This is an optimization exercise on Yosys and OpenROAD, whose aim is a short achievable clock period and few clock cycles per item, not a production implementation. The RTL was checked by simulation tests, not by an equivalence proof against the original design.

`design.v`:
```
`timescale 1ns/1ps
package md_lr_pkg;
  localparam int GSIZE1D = 4;                      
  localparam int NNN1D   = 2;                      
  localparam int NNN3D   = NNN1D * NNN1D * NNN1D;  
  localparam int GADDRW  = 2;                      
  localparam int BADDRW  = 3;                      
  localparam int MAXNUMP = 16;                     
  localparam int PADDRW  = 4;                      
  localparam int QW      = 8;                      
  localparam int GELEW   = 16;                     
  localparam int FW      = 18;                     
  typedef struct packed {
    logic        [GADDRW-1:0] z;
    logic        [GADDRW-1:0] y;
    logic        [GADDRW-1:0] x;
    logic signed [QW-1:0]     q;                   
  } particle_t;
  typedef logic signed [GELEW-1:0] grid_elem_t;
  typedef struct packed {
    logic signed [FW-1:0] fz;
    logic signed [FW-1:0] fy;
    logic signed [FW-1:0] fx;
  } force_t;
  function automatic logic [BADDRW-1:0] bank_of(
    input logic [GADDRW-1:0] x,
    input logic [GADDRW-1:0] y,
    input logic [GADDRW-1:0] z
  );
    bank_of = {z[0], y[0], x[0]};
  endfunction
  function automatic logic [BADDRW-1:0] bank_addr_of(
    input logic [GADDRW-1:0] x,
    input logic [GADDRW-1:0] y,
    input logic [GADDRW-1:0] z
  );
    bank_addr_of = {z[GADDRW-1], y[GADDRW-1], x[GADDRW-1]};
  endfunction
  function automatic logic [GADDRW-1:0] neighbour_coord(
    input logic [GADDRW-1:0] c,
    input logic              off
  );
    neighbour_coord = c + {{(GADDRW-1){1'b0}}, off};      
  endfunction
endpackage
`timescale 1ns/1ps
module bank_ram #(
  parameter int  DEPTH   = 8,
  parameter int  WIDTH   = 8
) (
  input  logic                     clk,
  input  logic                     en,
  input  logic                     we,
  input  logic [$clog2(DEPTH)-1:0] addr,
  input  logic [WIDTH-1:0]         wdata,
  output logic [WIDTH-1:0]         rdata
);
  logic [WIDTH-1:0] mem [0:DEPTH-1];                  
  always_ff @(posedge clk) begin
    if (en) begin
      if (we) begin
        mem[addr] <= wdata;             
      end
      rdata <= mem[addr];               
    end
  end
endmodule
`timescale 1ns/1ps
module clustered_grid_mem (
  input  logic                                             clk,
  input  logic                                             rst,
  input  logic                                             clr,
  input  logic [md_lr_pkg::BADDRW-1:0]                     clr_addr,
  input  logic [md_lr_pkg::GADDRW-1:0]                     base_x,
  input  logic [md_lr_pkg::GADDRW-1:0]                     base_y,
  input  logic [md_lr_pkg::GADDRW-1:0]                     base_z,
  input  logic                                             rd_en,
  input  logic                                             wr_en,
  input  md_lr_pkg::grid_elem_t [md_lr_pkg::NNN3D-1:0]     wdata,
  output md_lr_pkg::grid_elem_t [md_lr_pkg::NNN3D-1:0]     rdata
);
  logic [md_lr_pkg::BADDRW-1:0] base_bank;         
  logic [md_lr_pkg::BADDRW-1:0] base_bank_d;       
  md_lr_pkg::grid_elem_t        bank_q [md_lr_pkg::NNN3D];  
  assign base_bank = md_lr_pkg::bank_of(base_x, base_y, base_z);
  always_ff @(posedge clk) begin
    if (rst) begin
      base_bank_d <= '0;
    end else if (rd_en) begin
      base_bank_d <= base_bank;
    end
  end
  for (genvar b = 0; b < md_lr_pkg::NNN3D; b++) begin : g_bank
    logic [md_lr_pkg::BADDRW-1:0] nbr;             
    logic [md_lr_pkg::GADDRW-1:0] nx;
    logic [md_lr_pkg::GADDRW-1:0] ny;
    logic [md_lr_pkg::GADDRW-1:0] nz;
    logic [md_lr_pkg::BADDRW-1:0] addr;
    md_lr_pkg::grid_elem_t        bank_wdata;
    assign nbr = md_lr_pkg::BADDRW'(b) ^ base_bank;  
    assign nx  = md_lr_pkg::neighbour_coord(base_x, nbr[0]);
    assign ny  = md_lr_pkg::neighbour_coord(base_y, nbr[1]);
    assign nz  = md_lr_pkg::neighbour_coord(base_z, nbr[2]);
    assign addr       = clr ? clr_addr : md_lr_pkg::bank_addr_of(nx, ny, nz);  
    assign bank_wdata = clr ? '0 : wdata[nbr];
    bank_ram #(
      .DEPTH   (2 ** md_lr_pkg::BADDRW),
      .WIDTH   (md_lr_pkg::GELEW)
    ) u_bank (
      .clk   (clk),
      .en    (clr | rd_en | wr_en),
      .we    (clr | wr_en),
      .addr  (addr),
      .wdata (bank_wdata),
      .rdata (bank_q[b])
    );
  end
  for (genvar n = 0; n < md_lr_pkg::NNN3D; n++) begin : g_unperm
    assign rdata[n] = bank_q[md_lr_pkg::BADDRW'(n) ^ base_bank_d];
  end
endmodule
`timescale 1ns/1ps
module charge_spreader (
  input  logic                                         clk,
  input  logic                                         rst,
  input  logic                                         accept,
  input  md_lr_pkg::particle_t                         particle,
  output logic                                         busy,
  output logic [md_lr_pkg::GADDRW-1:0]                 gm_x,
  output logic [md_lr_pkg::GADDRW-1:0]                 gm_y,
  output logic [md_lr_pkg::GADDRW-1:0]                 gm_z,
  output logic                                         gm_rd,
  output logic                                         gm_wr,
  output md_lr_pkg::grid_elem_t [md_lr_pkg::NNN3D-1:0] gm_wdata,
  input  md_lr_pkg::grid_elem_t [md_lr_pkg::NNN3D-1:0] gm_rdata
);
  logic       rd_q;                     
  logic       wr_q;                     
  md_lr_pkg::particle_t  part_q;                   
  md_lr_pkg::grid_elem_t q_ext;                    
  always_ff @(posedge clk) begin
    if (rst) begin
      rd_q <= 1'b0;
      wr_q <= 1'b0;
    end else begin
      rd_q <= accept;                   
      wr_q <= rd_q;                     
    end
  end
  always_ff @(posedge clk) begin
    if (accept) begin
      part_q <= particle;               
    end
  end
  assign busy = rd_q | wr_q;
  assign gm_x  = part_q.x;
  assign gm_y  = part_q.y;
  assign gm_z  = part_q.z;
  assign gm_rd = rd_q;
  assign gm_wr = wr_q;
  assign q_ext = {{(md_lr_pkg::GELEW-md_lr_pkg::QW){part_q.q[md_lr_pkg::QW-1]}}, part_q.q};  
  for (genvar n = 0; n < md_lr_pkg::NNN3D; n++) begin : g_acc
    assign gm_wdata[n] = gm_rdata[n] + q_ext;
  end
endmodule
`timescale 1ns/1ps
module force_gather (
  input  logic                                         clk,
  input  logic                                         rst,
  input  logic                                         start,
  input  logic [md_lr_pkg::PADDRW-1:0]                 last_addr,
  output logic                                         pm_en,
  output logic [md_lr_pkg::PADDRW-1:0]                 pm_addr,
  input  md_lr_pkg::particle_t                         pm_rdata,
  output logic [md_lr_pkg::GADDRW-1:0]                 gm_x,
  output logic [md_lr_pkg::GADDRW-1:0]                 gm_y,
  output logic [md_lr_pkg::GADDRW-1:0]                 gm_z,
  output logic                                         gm_rd,
  input  md_lr_pkg::grid_elem_t [md_lr_pkg::NNN3D-1:0] gm_rdata,
  input  logic                                         fready,
  output logic                                         fvalid,
  output logic [md_lr_pkg::PADDRW-1:0]                 faddr,
  output logic                                         flast,
  output md_lr_pkg::force_t                            fdata,
  output logic                                         done
);
  logic              stall;             
  logic              issue;             
  logic              running;           
  logic [md_lr_pkg::PADDRW-1:0] cnt;
  logic              cnt_last;          
  logic              s1_valid;          
  logic              s1_last;
  logic [md_lr_pkg::PADDRW-1:0] s1_addr;
  logic              s2_valid;          
  logic              s2_last;
  logic [md_lr_pkg::PADDRW-1:0] s2_addr;
  logic signed [md_lr_pkg::FW-1:0] sum_x;
  logic signed [md_lr_pkg::FW-1:0] sum_y;
  logic signed [md_lr_pkg::FW-1:0] sum_z;
  assign stall    = fvalid & ~fready;
  assign issue    = running & ~stall;
  assign cnt_last = (cnt == last_addr);
  assign pm_en   = issue;
  assign pm_addr = cnt;
  assign gm_x  = pm_rdata.x;
  assign gm_y  = pm_rdata.y;
  assign gm_z  = pm_rdata.z;
  assign gm_rd = s1_valid & ~stall;     
  always_comb begin
    logic signed [md_lr_pkg::FW-1:0] elem;
    sum_x = '0;
    sum_y = '0;
    sum_z = '0;
    for (int n = 0; n < md_lr_pkg::NNN3D; n++) begin
      elem = {{(md_lr_pkg::FW-md_lr_pkg::GELEW){gm_rdata[n][md_lr_pkg::GELEW-1]}}, gm_rdata[n]};
      sum_x = n[0] ? sum_x + elem : sum_x - elem;  
      sum_y = n[1] ? sum_y + elem : sum_y - elem;
      sum_z = n[2] ? sum_z + elem : sum_z - elem;
    end
  end
  always_ff @(posedge clk) begin
    if (rst) begin
      running  <= 1'b0;
      cnt      <= '0;
      s1_valid <= 1'b0;
      s1_last  <= 1'b0;
      s2_valid <= 1'b0;
      s2_last  <= 1'b0;
      fvalid   <= 1'b0;
      flast    <= 1'b0;
    end else begin
      if (start) begin
        running <= 1'b1;
        cnt     <= '0;
      end else if (issue) begin
        cnt <= cnt + 1'b1;
        if (cnt_last) begin
          running <= 1'b0;              
        end
      end
      if (!stall) begin
        s1_valid <= issue;
        s1_last  <= issue & cnt_last;
        s2_valid <= s1_valid;
        s2_last  <= s1_last;
        fvalid   <= s2_valid;
        flast    <= s2_valid & s2_last;
      end
    end
  end
  always_ff @(posedge clk) begin
    if (!stall) begin
      s1_addr  <= cnt;
      s2_addr  <= s1_addr;
      faddr    <= s2_addr;
      fdata.fx <= sum_x;
      fdata.fy <= sum_y;
      fdata.fz <= sum_z;
    end
  end
  assign done = fvalid & fready & flast;  
endmodule
`timescale 1ns/1ps
module md_lr_seqr (
  input  logic                         clk,
  input  logic                         rst,
  input  logic                         pvalid,
  input  logic [md_lr_pkg::PADDRW-1:0] paddr,
  input  logic                         plast,
  output logic                         pready,
  output logic                         accept,
  input  logic                         spread_busy,
  output logic                         gather_start,
  output logic [md_lr_pkg::PADDRW-1:0] last_addr,
  input  logic                         gather_done,
  output logic                         gm_clr,
  output logic [md_lr_pkg::BADDRW-1:0] gm_clr_addr,
  output logic                         gather_phase
);
  typedef enum logic [1:0] {
    PH_CLEAR,                           
    PH_LOAD,                            
    PH_DRAIN,                           
    PH_GATHER                           
  } phase_t;
  phase_t            phase;
  logic [md_lr_pkg::BADDRW-1:0] clr_cnt;           
  assign pready       = (phase == PH_LOAD) & ~spread_busy;
  assign accept       = pvalid & pready;
  assign gather_start = (phase == PH_DRAIN) & ~spread_busy;  
  assign gather_phase = (phase == PH_GATHER);
  assign gm_clr       = (phase == PH_CLEAR);
  assign gm_clr_addr  = clr_cnt;
  always_ff @(posedge clk) begin
    if (rst) begin
      phase   <= PH_CLEAR;              
      clr_cnt <= '0;
    end else begin
      case (phase)
        PH_CLEAR: begin
          clr_cnt <= clr_cnt + 1'b1;    
          if (clr_cnt == '1) begin
            phase <= PH_LOAD;
          end
        end
        PH_LOAD: begin
          if (accept && plast) begin
            phase <= PH_DRAIN;
          end
        end
        PH_DRAIN: begin
          if (!spread_busy) begin
            phase <= PH_GATHER;
          end
        end
        default: begin
          if (gather_done) begin
            phase <= PH_CLEAR;
          end
        end
      endcase
    end
  end
  always_ff @(posedge clk) begin
    if (accept && plast) begin
      last_addr <= paddr;               
    end
  end
endmodule
`timescale 1ns/1ps
module md_lr_top (
  input  logic                         clk,
  input  logic                         rst,
  output logic                         pready,
  input  logic                         pvalid,
  input  logic [md_lr_pkg::PADDRW-1:0] paddr,
  input  md_lr_pkg::particle_t         pwdata,
  input  logic                         plast,
  input  logic                         fready,
  output logic                         fvalid,
  output logic [md_lr_pkg::PADDRW-1:0] faddr,
  output logic                         flast,
  output md_lr_pkg::force_t            fdata
);
  logic              accept;
  logic              spread_busy;
  logic              gather_start;
  logic [md_lr_pkg::PADDRW-1:0] last_addr;
  logic              gather_done;
  logic              gm_clr;
  logic [md_lr_pkg::BADDRW-1:0] gm_clr_addr;
  logic              gather_phase;
  logic              pm_en;
  logic [md_lr_pkg::PADDRW-1:0] pm_addr;
  md_lr_pkg::particle_t         pm_rdata;
  logic [md_lr_pkg::GADDRW-1:0]             sp_x;
  logic [md_lr_pkg::GADDRW-1:0]             sp_y;
  logic [md_lr_pkg::GADDRW-1:0]             sp_z;
  logic                          sp_rd;
  logic                          sp_wr;
  md_lr_pkg::grid_elem_t [md_lr_pkg::NNN3D-1:0]        sp_wdata;
  logic [md_lr_pkg::GADDRW-1:0]             ga_x;
  logic [md_lr_pkg::GADDRW-1:0]             ga_y;
  logic [md_lr_pkg::GADDRW-1:0]             ga_z;
  logic                          ga_rd;
  logic [md_lr_pkg::GADDRW-1:0]             gm_x;
  logic [md_lr_pkg::GADDRW-1:0]             gm_y;
  logic [md_lr_pkg::GADDRW-1:0]             gm_z;
  logic                          gm_rd;
  logic                          gm_wr;
  md_lr_pkg::grid_elem_t [md_lr_pkg::NNN3D-1:0]        gm_rdata;
  bank_ram #(
    .DEPTH   (md_lr_pkg::MAXNUMP),
    .WIDTH   (3 * md_lr_pkg::GADDRW + md_lr_pkg::QW)
  ) u_particle_mem (
    .clk   (clk),
    .en    (accept | pm_en),
    .we    (accept),                     
    .addr  (accept ? paddr : pm_addr),
    .wdata (pwdata),
    .rdata (pm_rdata)
  );
  md_lr_seqr u_seqr (
    .clk          (clk),
    .rst          (rst),
    .pvalid       (pvalid),
    .paddr        (paddr),
    .plast        (plast),
    .pready       (pready),
    .accept       (accept),
    .spread_busy  (spread_busy),
    .gather_start (gather_start),
    .last_addr    (last_addr),
    .gather_done  (gather_done),
    .gm_clr       (gm_clr),
    .gm_clr_addr  (gm_clr_addr),
    .gather_phase (gather_phase)
  );
  charge_spreader u_spreader (
    .clk      (clk),
    .rst      (rst),
    .accept   (accept),
    .particle (pwdata),
    .busy     (spread_busy),
    .gm_x     (sp_x),
    .gm_y     (sp_y),
    .gm_z     (sp_z),
    .gm_rd    (sp_rd),
    .gm_wr    (sp_wr),
    .gm_wdata (sp_wdata),
    .gm_rdata (gm_rdata)
  );
  assign gm_x  = gather_phase ? ga_x : sp_x;
  assign gm_y  = gather_phase ? ga_y : sp_y;
  assign gm_z  = gather_phase ? ga_z : sp_z;
  assign gm_rd = gather_phase ? ga_rd : sp_rd;
  assign gm_wr = ~gather_phase & sp_wr;  
  clustered_grid_mem u_grid_mem (
    .clk      (clk),
    .rst      (rst),
    .clr      (gm_clr),
    .clr_addr (gm_clr_addr),
    .base_x   (gm_x),
    .base_y   (gm_y),
    .base_z   (gm_z),
    .rd_en    (gm_rd),
    .wr_en    (gm_wr),
    .wdata    (sp_wdata),
    .rdata    (gm_rdata)
  );
  force_gather u_gather (
    .clk       (clk),
    .rst       (rst),
    .start     (gather_start),
    .last_addr (last_addr),
    .pm_en     (pm_en),
    .pm_addr   (pm_addr),
    .pm_rdata  (pm_rdata),
    .gm_x      (ga_x),
    .gm_y      (ga_y),
    .gm_z      (ga_z),
    .gm_rd     (ga_rd),
    .gm_rdata  (gm_rdata),
    .fready    (fready),
    .fvalid    (fvalid),
    .faddr     (faddr),
    .flast     (flast),
    .fdata     (fdata),
    .done      (gather_done)
  );
endmodule
```
`run.sh`:
```
#!/bin/bash
# synth_recipe.tcl (not shown) runs the flow's synth.tcl, then flattens the netlist and writes it again
# the make line also repeats each setting of config.mk as NAME=value (left out here)
make -C /OpenROAD-flow-scripts/flow DESIGN_CONFIG=/design/flow/config.mk WORK_HOME=/design/flow/orfs CLKGATE_MAP_FILE= SYNTH_SCRIPT=/design/flow/synth_recipe.tcl finish
```
`config.mk`:
```
export PLATFORM = sky130hd
export DESIGN_NAME = md_lr_top
export DESIGN_NICKNAME = md_lr_top
export VERILOG_FILES = /design/flow/design.v
export SDC_FILE = /design/flow/constraint.sdc
export NUM_CORES = 4
export LEC_CHECK = 0
export CAP_MARGIN = 20
export CORE_MARGIN = 2
export CORE_UTILIZATION = 40
export SLEW_MARGIN = 20
```
`constraint.sdc`:
```
create_clock -name core_clock -period 10.0 [get_ports {clk}]
set_input_delay 2.0000 -clock core_clock [delete_from_list [all_inputs] [get_ports {clk}]]
set_output_delay 2.0000 -clock core_clock [all_outputs]
set_load 0.01 [all_outputs]
```
==> results.txt <==
worst max-delay path, delay by kind of cell (launching register included):
family          cells  cell delay (ns)
compound gates     12             2.92
xor+xnor            5             1.02
flops               1             0.79
buf+inv             3             0.22
fa+ha+maj           7             3.23
simple gates        1             0.50
final cells by class:
type,count,area [um2]
Antenna cell,10,25.0
Clock buffer,183,3800
Timing Repair Buffer,271,2320
Multi-Input combinational cell,3838,33600
Inverter,461,1730
Sequential cell,1359,40600
Clock inverter,77,871
Tap cell,2511,3140
Fill cell,17093,104000
synth_stat cells, drive strengths merged (10+ instances only):
library cell  count
a32o             10
clkbuf          205
a311oi           18
edfxtp         1338
mux2i           373
fa              257
a211oi           66
nand2           567
dfxtp            21
o221ai           52
nor3             78
nor2b            66
nor2            380
a31oi            41
nand3            53
o21a             52
nand2b           50
o22a             47
a221o            16
a22oi            32
o21bai           17
xnor2           154
and2             20
o22ai            46
or2              11
o211ai           22
ha              240
xor2             57
inv             459
mux2             84
a21o             57
o21ai           176
a21boi           19
o32a             14
buf             120
and3             18
or3              18
a221oi           19
mux4            236
o221a            19
a21oi           352
path summary, 6_finish.rpt:
check,startpoint,to,cells after the start
hold / removal,u_gather.s2_addr[3],u_gather.faddr[3],0
setup / recovery,u_grid_mem.base_bank_d[0],u_gather.fdata[35],28
hold reg to reg,u_gather.s2_addr[3],u_gather.faddr[3],0
setup reg to reg,u_grid_mem.base_bank_d[0],u_gather.fdata[35],28
registers in the layout, indices dropped and copies added, names as in the netlist, 2 cells and up:
signal	cells
u_gather.cnt	4
u_gather.faddr	4
u_gather.fdata	54
u_gather.s1_addr	4
u_gather.s2_addr	4
u_grid_mem.base_bank_d	3
u_grid_mem.g_bank.u_bank.mem	1024
u_grid_mem.g_bank.u_bank.rdata	128
u_particle_mem.mem	96
u_particle_mem.rdata	6
u_seqr.clr_cnt	3
u_seqr.last_addr	4
u_seqr.phase	2
u_spreader.part_q	14
layer usage:
metal / up-vias / wire length, um / share of wire
met5: - / 50 / 0.00019
met3: 382 / 20800 / 0.079
met1: 26303 / 112000 / 0.43
met4: 8 / 12600 / 0.048
li1: 22361 / - / -
met2: 2246 / 117000 / 0.45
kinds of logic (layout without fill, tap and decap cells):
group           Yosys count  in the layout  share of synthesized area
compound gates         1144           1144                     0.0993
xor+xnor                213            213                     0.0247
fa+ha+maj               498            498                      0.106
buf+inv                 786            992                     0.0392
flops                  1359           1359                      0.528
mux                     693            693                      0.130
other cells               0             10                          0
simple gates           1290           1290                     0.0729
==> flow_summary.ini <==
[status]
status = timing/DRC/antenna clean

[yosys]
syn_area_um2 = 76900
synthArstFlopShare = 0
synth.largest_area_cell = edfxtp_1
synthTopCellsByArea = edfxtp_1, mux4_2, fa_1, mux2i_1, ha_1
ys_types = 90
yosysWarnings = 7
yosysSeqAreaShare = 0.528
synthFlopType = edfxtp_1
yosys.area.top_type_share = 0.522
syn_nets = 6503
synth-seq-cells = 1359
synth_edf_count = 1338
avgSynthCellArea_um2 = 12.9
synthCells = 5983

[worst_setup_path]
cp-start-kind = flip-flop
cp_slowest_cell = dfxtp_4
crit_arrival_ns = 9.51
setup.worst_path.end_class = flip-flop
r2r_slack_ns = 1.04
required_ns = 10.55
path_common_cell = fa_1
critical_path_class = flip-flop to flip-flop
slowest_delay_ns = 0.79
crit_fanout = 58

[layout]
finalNonFillerCells = 8710
fin_nets = 6595
final_common_cell = edfxtp_1
areaGrowthSynthToFinish_pct = 12.0
drive_gt1_frac = 0.131
design_area_um2 = 86100
layout_common_cells = edfxtp_1, nand2_1, inv_1
final_util = 0.452

[timing]
period_share = 0.896
setup_slack_ns = 1.04
setup-violations-final = 0
hold_viol = 0
max_freq_ghz = 0.112
skew_ns = 0.0643
grt_setup_unrepaired = false
maxSlewViolCount = 0
worst_slew_pin_slew_ns = 1.25
maxSlewHeadroom = 0.155
setup_tns_ns = 0
fin_crit_ns = 8.96
fin_hold_ws_ns = 0.418

[cts]
cts_max_level = 4
cts_hold_buf = 0
cts_setup_buffers = 0
cts_sinks = 1359
clock_latency_ns = 0.83
cts-root-buf = clkbuf_16
clk_path_buf_depth = 3
cts_resized = 0
cts_tree = built
cts_buffers = 144
clk_pin_slew_ns = 0.07

[floorplanning]
die_x_um = 443
start_util = 0.404
die_h_um = 443
num_io_pins = 84
placementRows = 160
die-area_um2 = 196000
coreArea_um2 = 191000

[grt]
use_met1 = 0.370
globalRoute.totalOverflow = 0
grt_start_max_net_pins = 131
gr-usage-all-layers = 0.264
grt.met2_usage = 0.404
grt_pass1_wl_um = 369000
antenna_found_initial = 17
grt.busiest_layer = met2
globalRouteMet3Util = 0.0490
grt_pass1_vias = 49538

[placement]
pre_cts_slack_ns = 1.05
dp.cells = 8439
dp_hpwl_um = 194000
place.gp.congestion = 0.995
portBuffers = 83
place_area_um2 = 81400

[worst_hold_path]
hp-class = flip-flop to flip-flop

[drt]
drc = 0
ant_nets = 0
vias = 51300
drt_iter0_markers = 6038
drt-pass1-iter-count = 6
wl_um = 262000
post_drt_via_cell_ratio = 5.89
wl_per_cell_um = 30.1

[job]
cap_viol_max_count = 0
Testbench counts, summed over its fixed seeds: cycles 6,008, items 1,214.

what the ideal ports hide:
In the flow no input, the clock included, has a driving cell. The finished layout below was timed again as built, in two steps. Step 1 sets driving cells, clkbuf_16 on the clock port and buf_2 on the other inputs (assumed; they add their load-dependent delay and slew). Step 2 also shifts input and output timing later by t, the mid clock arrival at the registers, as if the neighbouring blocks saw the same clock. Three values: ideal ports, drivers, drivers and shift; two values: the first two.
t, ns: 0.875
setup WS [ns]: 1.036 / 1.036 / 1.036
hold slack, ns: 0.418 / 0.418 / 0.418
worst setup path after step 2: register to register
latest minus earliest clock arrival (ns): 0.065 / 0.064
After both steps this run still meets setup and hold. The setup slack of this run moves by 0.000 ns with the drivers and by 0.000 ns with both steps.
